From an optimization exercise on the open Yosys and OpenROAD flow, aimed at small area; shortcuts taken in it are not production practice. Function was checked by simulation only, so behaviour that the tests miss may differ from the original. Power figures rest on the tool's default switching activity, not on a simulated workload.

// button_press_classifier_queue_unit
module button_press_classifier_queue_unit (
   input  logic        clock,
   input  logic        reset,
   input  logic        req_valid,
   output logic        req_stall,
   input  logic [40:0] req_payload_bits,
   output logic        rsp_valid,
   input  logic        rsp_stall,
   output logic [13:0] rsp_payload_bits,
   input  logic        csr_valid,
   output logic        csr_ready,
   input  logic [1:0]  csr_index,
   input  logic [15:0] csr_wdata
);
Size in the first run: roughly 2200 cells after synthesis, roughly 390 flip-flops.
==> module bpcq_scan, before the edit <==
module bpcq_scan (
   input  logic        clock,
   input  logic        reset,
   input  logic        scan_en,
   input  logic [7:0]  lvl,
   input  logic [31:0] now,
   input  logic [15:0] short_ticks,
   input  logic [15:0] long_ticks,
   input  logic [15:0] beep_ticks,
   input  logic [15:0] window,
   input  logic        full,
   output logic        push,
   output logic [8:0]  push_entry,
   output logic        beep_start,
   output logic        beep_stop,
   output logic        fire
);
   logic [15:0] beep;
   logic [7:0]  pmask;
   logic        plong;
   logic [31:0] last;
   logic [7:0] ge_s, ge_l, rose;
   for (genvar i = 0; i < 8; i++) begin : g_lane
      bpcq_lane u_lane (
         .clock       (clock),
         .reset       (reset),
         .scan_en     (scan_en),
         .lvl         (lvl[i]),
         .short_ticks (short_ticks),
         .long_ticks  (long_ticks),
         .ge_s        (ge_s[i]),
         .ge_l        (ge_l[i]),
         .rose        (rose[i])
      );
   end
   logic [7:0] mask, lng;
   assign mask = lvl & (ge_s | ge_l);
   assign lng  = lvl & ge_l;
   logic [16:0] bw;
   logic [15:0] dec;
   logic        beep_le1;
   assign bw[0] = 1'b1;
   for (genvar k = 0; k < 16; k++) begin : g_beep
      assign dec[k]  = beep[k] ^ bw[k];
      assign bw[k+1] = bw[k] & ~beep[k];
   end
   assign beep_le1   = (beep[15:1] == 15'd0);
   assign beep_stop  = beep_le1 && beep[0];
   assign beep_start = beep_le1 && (rose != 8'd0);
   always_ff @(posedge clock) begin
      if (reset) begin
         beep <= 16'd0;
      end else if (scan_en) begin
         if (beep_start)   beep <= beep_ticks;
         else if (!bw[16]) beep <= dec;
      end
   end
   logic [7:0]  mm;
   logic        lm, any_mask;
   logic [16:0] qc, wc;
   logic [15:0] quiet, eq_hi;
   logic        z0, z1, hi_nz;
   assign any_mask = (mask != 8'd0);
   assign mm       = pmask | mask;
   assign lm       = plong | (lng != 8'd0);
   assign qc[0]    = 1'b1;
   assign wc[0]    = 1'b1;
   for (genvar k = 0; k < 16; k++) begin : g_quiet
      assign quiet[k] = now[k] ^ ~last[k] ^ qc[k];
      assign qc[k+1]  = (now[k] & ~last[k]) | (now[k] & qc[k]) | (~last[k] & qc[k]);
      assign wc[k+1]  = (quiet[k] & ~window[k]) | (quiet[k] & wc[k]) | (~window[k] & wc[k]);
   end
   assign eq_hi = ~(now[31:16] ^ last[31:16]);
   assign z0    = (eq_hi == 16'hFFFF);
   assign z1    = !eq_hi[0] &&
                  ((eq_hi[15:1] ^ (now[30:16] | ~last[30:16])) == 15'd0);
   assign hi_nz = qc[16] ? !z0 : !z1;
   assign fire  = (mm != 8'd0) &&
                  (any_mask ? (window == 16'd0) : (hi_nz || wc[16]));
   assign push       = scan_en && fire && !full;
   assign push_entry = {mm, lm};
   always_ff @(posedge clock) begin
      if (reset) begin
         pmask <= 8'd0;
         plong <= 1'b0;
      end else if (scan_en) begin
         pmask <= fire ? 8'd0 : mm;
         plong <= !fire && lm;
      end
   end
   always_ff @(posedge clock) begin
      if (scan_en && any_mask) begin
         last <= now;
      end
   end
endmodule
Settings: LEC_CHECK=0, CAP_MARGIN=20, CORE_MARGIN=2, CORE_UTILIZATION=40, SLEW_MARGIN=20; clock period 12.0 ns.
run.sh (not shown) runs the stock make flow with config.mk's settings and CLKGATE_MAP_FILE= SYNTH_SCRIPT=/design/flow/synth_recipe.tcl, a recipe that flattens the netlist after the stock synthesis.
==> next run, changes <==
--- a/flow/design.v
+++ b/flow/design.v
@@ -62,32 +62,29 @@
          if (beep_start)   beep <= beep_ticks;
          else if (!bw[16]) beep <= dec;
       end
    end
    logic [7:0]  mm;
    logic        lm, any_mask;
-   logic [16:0] qc, wc;
-   logic [15:0] quiet, eq_hi;
-   logic        z0, z1, hi_nz;
+   logic [32:0] qc;
+   logic [31:0] quiet;
+   logic [16:0] wc;
    assign any_mask = (mask != 8'd0);
    assign mm       = pmask | mask;
    assign lm       = plong | (lng != 8'd0);
    assign qc[0]    = 1'b1;
-   assign wc[0]    = 1'b1;
-   for (genvar k = 0; k < 16; k++) begin : g_quiet
+   for (genvar k = 0; k < 32; k++) begin : g_quiet
       assign quiet[k] = now[k] ^ ~last[k] ^ qc[k];
       assign qc[k+1]  = (now[k] & ~last[k]) | (now[k] & qc[k]) | (~last[k] & qc[k]);
-      assign wc[k+1]  = (quiet[k] & ~window[k]) | (quiet[k] & wc[k]) | (~window[k] & wc[k]);
-   end
-   assign eq_hi = ~(now[31:16] ^ last[31:16]);
-   assign z0    = (eq_hi == 16'hFFFF);
-   assign z1    = !eq_hi[0] &&
-                  ((eq_hi[15:1] ^ (now[30:16] | ~last[30:16])) == 15'd0);
-   assign hi_nz = qc[16] ? !z0 : !z1;
-   assign fire  = (mm != 8'd0) &&
-                  (any_mask ? (window == 16'd0) : (hi_nz || wc[16]));
+   end
+   assign wc[0] = 1'b1;
+   for (genvar k = 0; k < 16; k++) begin : g_win
+      assign wc[k+1] = (quiet[k] & ~window[k]) | (quiet[k] & wc[k]) | (~window[k] & wc[k]);
+   end
+   assign fire = (mm != 8'd0) &&
+                 (any_mask ? (window == 16'd0) : ((quiet[31:16] != 16'd0) || wc[16]));
    assign push       = scan_en && fire && !full;
    assign push_entry = {mm, lm};
    always_ff @(posedge clock) begin
       if (reset) begin
          pmask <= 8'd0;
          plong <= 1'b0;
This time the run produced a layout that fails on setup timing.
Final cell count went up by 0.54%.
Critical path depth increases by 18.
Global-route usage decreases by 0.25 points.
Worst hold slack is about the same.
Clock power barely changes.
Cell area is higher by 3.2%.
Routed wire length shrinks by 1.9%.
Non-clock buffer count rose by 34.

[separate check: timing with driven ports]
Ports are ideal in the flow. The routed layouts listed here were re-timed in OpenROAD.
Step 1 assumes that a clkbuf_16 drives the clock port and a buf_2 every other input.
Step 2 times the ports against the registers' clock, not the clock port: input delays grow and output delays shrink by t, the midpoint of the rising clock arrivals with the driver on.
Slacks: ideal ports / drivers / drivers and shift; pairs: ideal ports / drivers.
| run | t, ns | setup WS [ns] | hold slack, ns | latest minus earliest clock arrival (ns) |
|---|---|---|---|---|
| the first run | 0.646 | 1.061 / 1.096 / 0.450 | 0.448 / 0.448 / 0.448 | 0.022 / 0.022 |
| the second run | 0.639 | -0.605 / -0.600 / -1.239 | 0.448 / 0.448 / 0.448 | 0.014 / 0.014 |
The setup slack of the second run, which loses most, moves by +0.005 ns with the drivers and by -0.634 ns with both steps.
